What follows belongs to an exercise in optimizing a design on an open flow for small area and a short achievable clock period; a production flow would make more cautious choices.
The RTL was checked by simulation tests, not by an equivalence proof against the original design.
The flow treats the clock pin as an ideal source. Dropping or thinning the clock tree relies on that and would not hold on a real chip.
Power is estimated from default activity; no workload was simulated.

==> flow/design.v (excerpt) <==
module wav_riff_stream_parser (
    input  wire             clk,
    input  wire             rst_n,
    input  wire             bytes_valid,
    output wire             bytes_ready,
    input  wire  [7:0]      bytes_in_byte,
    input  wire             bytes_end_of_file,
    output wire             results_valid,
    input  wire             results_ready,
    output wire  [1:0]      results_out_kind,
    output wire  [15:0]     results_sample_word,
    output wire  [1:0]      results_channel_count,
    output wire  [4:0]      results_sample_bits,
    output wire  [31:0]     results_sample_rate_hz,
    output wire  [2:0]      results_error_code,
    output wire             results_last_of_file
);
Size in the first run: about 840 cells after synthesis, ~160 flip-flops, about 76 I/O pins, roughly 7000 sq um of cells after synthesis.
export LEC_CHECK = 0
export ABC_AREA = 1
export CAP_MARGIN = 20
export CORE_MARGIN = 2
export CORE_UTILIZATION = 40
export SETUP_SLACK_MARGIN = 3.7
export SLEW_MARGIN = 20
create_clock -name core_clock -period 6.0 [get_ports {clk}]
standard.sh (not shown) runs the stock make flow with config.mk's settings and CLKGATE_MAP_FILE= SYNTH_SCRIPT=/design/flow/synth_recipe.tcl, a recipe that flattens the netlist after the stock synthesis.
==> flow/flow/run.sh <==
#!/bin/bash
# The standard layout (the standard.sh: standard synthesis and ORFS flow),
# with two changes: the port buffers are buf_1 cells, and the clock tree is
# two levels of clock buffers built by flow/pre_cts.tcl instead of
# TritonCTS, whose root buffer drives leaves spread over the whole die. Each tool's full output stays in ORFS's own logs
# under orfs/logs; make's output goes to flow_make.log here.
set -euo pipefail
here=$(pwd)
bash standard.sh "BUFFER_PORTS_ARGS=-buffer_cell sky130_fd_sc_hd__buf_1" \
  "PRE_CTS_TCL=$here/flow/pre_cts.tcl" finish > flow_make.log 2>&1
==> flow/flow/pre_cts.tcl <==
# Sourced by ORFS's cts.tcl before clock tree synthesis (PRE_CTS_TCL).
# Replaces TritonCTS's tree by a shallower balanced one: the clock port drives
# four top buffers (one per k-means cluster of flip-flops), each of which
# drives leaf buffers, one per sub-cluster of at most 20 flip-flops.
source [file join [file dirname [info script]] mytree2.tcl]
my_clock_tree2 4 20 sky130_fd_sc_hd__clkbuf_8 sky130_fd_sc_hd__clkbuf_8
rename clock_tree_synthesis triton_clock_tree_synthesis
proc clock_tree_synthesis { args } {
  puts "clock_tree_synthesis: tree built by pre_cts.tcl, TritonCTS not run"
  set_propagated_clock [all_clocks]
}
Other scripts of this flow, unchanged in this note and not shown: flow/flow/mytree2.tcl
==> next run, changes <==
--- a/flow/config.mk
+++ b/flow/config.mk
@@ -8,6 +8,6 @@
 export ABC_AREA = 1
-export CAP_MARGIN = 20
+export CAP_MARGIN = 0
 export CORE_MARGIN = 2
 export CORE_UTILIZATION = 40
-export SETUP_SLACK_MARGIN = 3.7
-export SLEW_MARGIN = 20
+export SETUP_SLACK_MARGIN = 3.75
+export SLEW_MARGIN = 0
The changed run completed with no timing, DRC or antenna violations.
Power barely changes.
Setup slack gets better by 0.057 ns.
Cell area is about the same.
Global-route usage grows by 0.22 points.
Fmax is higher by a few percent.
Wire length climbs slightly.
==> next run, changes <==
--- a/flow/config.mk
+++ b/flow/config.mk
@@ -8,6 +8,6 @@
 export ABC_AREA = 1
-export CAP_MARGIN = 0
+export CAP_MARGIN = 20
 export CORE_MARGIN = 2
 export CORE_UTILIZATION = 40
-export SETUP_SLACK_MARGIN = 3.75
-export SLEW_MARGIN = 0
+export SETUP_SLACK_MARGIN = 3.85
+export SLEW_MARGIN = 20
Area after synthesis does not change.
Power goes up slightly.
Worst setup slack stays flat.
Cell area rises slightly.
==> next run, changes <==
--- a/flow/flow/pre_cts.tcl
+++ b/flow/flow/pre_cts.tcl
@@ -3,5 +3,5 @@
 # four top buffers (one per k-means cluster of flip-flops), each of which
-# drives leaf buffers, one per sub-cluster of at most 20 flip-flops.
+# drives leaf buffers, one per sub-cluster of at most 14 flip-flops.
 source [file join [file dirname [info script]] mytree2.tcl]
-my_clock_tree2 4 20 sky130_fd_sc_hd__clkbuf_8 sky130_fd_sc_hd__clkbuf_8
+my_clock_tree2 4 14 sky130_fd_sc_hd__clkbuf_8 sky130_fd_sc_hd__clkbuf_8
 rename clock_tree_synthesis triton_clock_tree_synthesis
--- a/flow/config.mk
+++ b/flow/config.mk
@@ -11,3 +11,3 @@
 export CORE_UTILIZATION = 40
-export SETUP_SLACK_MARGIN = 3.85
+export SETUP_SLACK_MARGIN = 3.75
 export SLEW_MARGIN = 20
Result: The new run ran to the end with no violations. Register-to-register slack degrades by 0.05 ns. Synthesized cell count is unchanged. Sequential share of layout area increases by 0.25 points. Power rises by 1.6%. Hold slack hardly moves. Utilization drops by 0.28 points. Cell count hardly moves. Area after synthesis stays the same. Die area stays the same.
In every run of this note, the design's own scripts or RTL, not TritonCTS, make the clock network.

==> afterwards: timing with drivers on the ports <==
The flow's constraints put no driver on any port. The routed layouts listed below were extracted and timed again, unchanged, in two steps.
Step 1, drivers: a clkbuf_16 drives clk and a buf_2 each remaining input, both assumed.
Step 2 moves the port delays by t, midway between the first and last clock arrival at a register: inputs arrive t later, outputs are due t later. That takes back most of the time a late clock gives input paths.
Slacks: no drivers / after step 1 / after step 2; pairs: no drivers / after step 1.
run | shift t [ns] | setup slack, ns | clock arrival spread, ns
the first run | 0.363 | 3.752 / 3.674 / 3.866 | 0.034 / 0.034
the second run | 0.365 | 3.809 / 3.730 / 3.881 | 0.032 / 0.033
the third run | 0.364 | 3.809 / 3.731 / 3.871 | 0.035 / 0.035
the fourth run | 0.368 | 3.812 / 3.734 / 3.891 | 0.041 / 0.040
After both steps setup and hold are still met in every run listed.
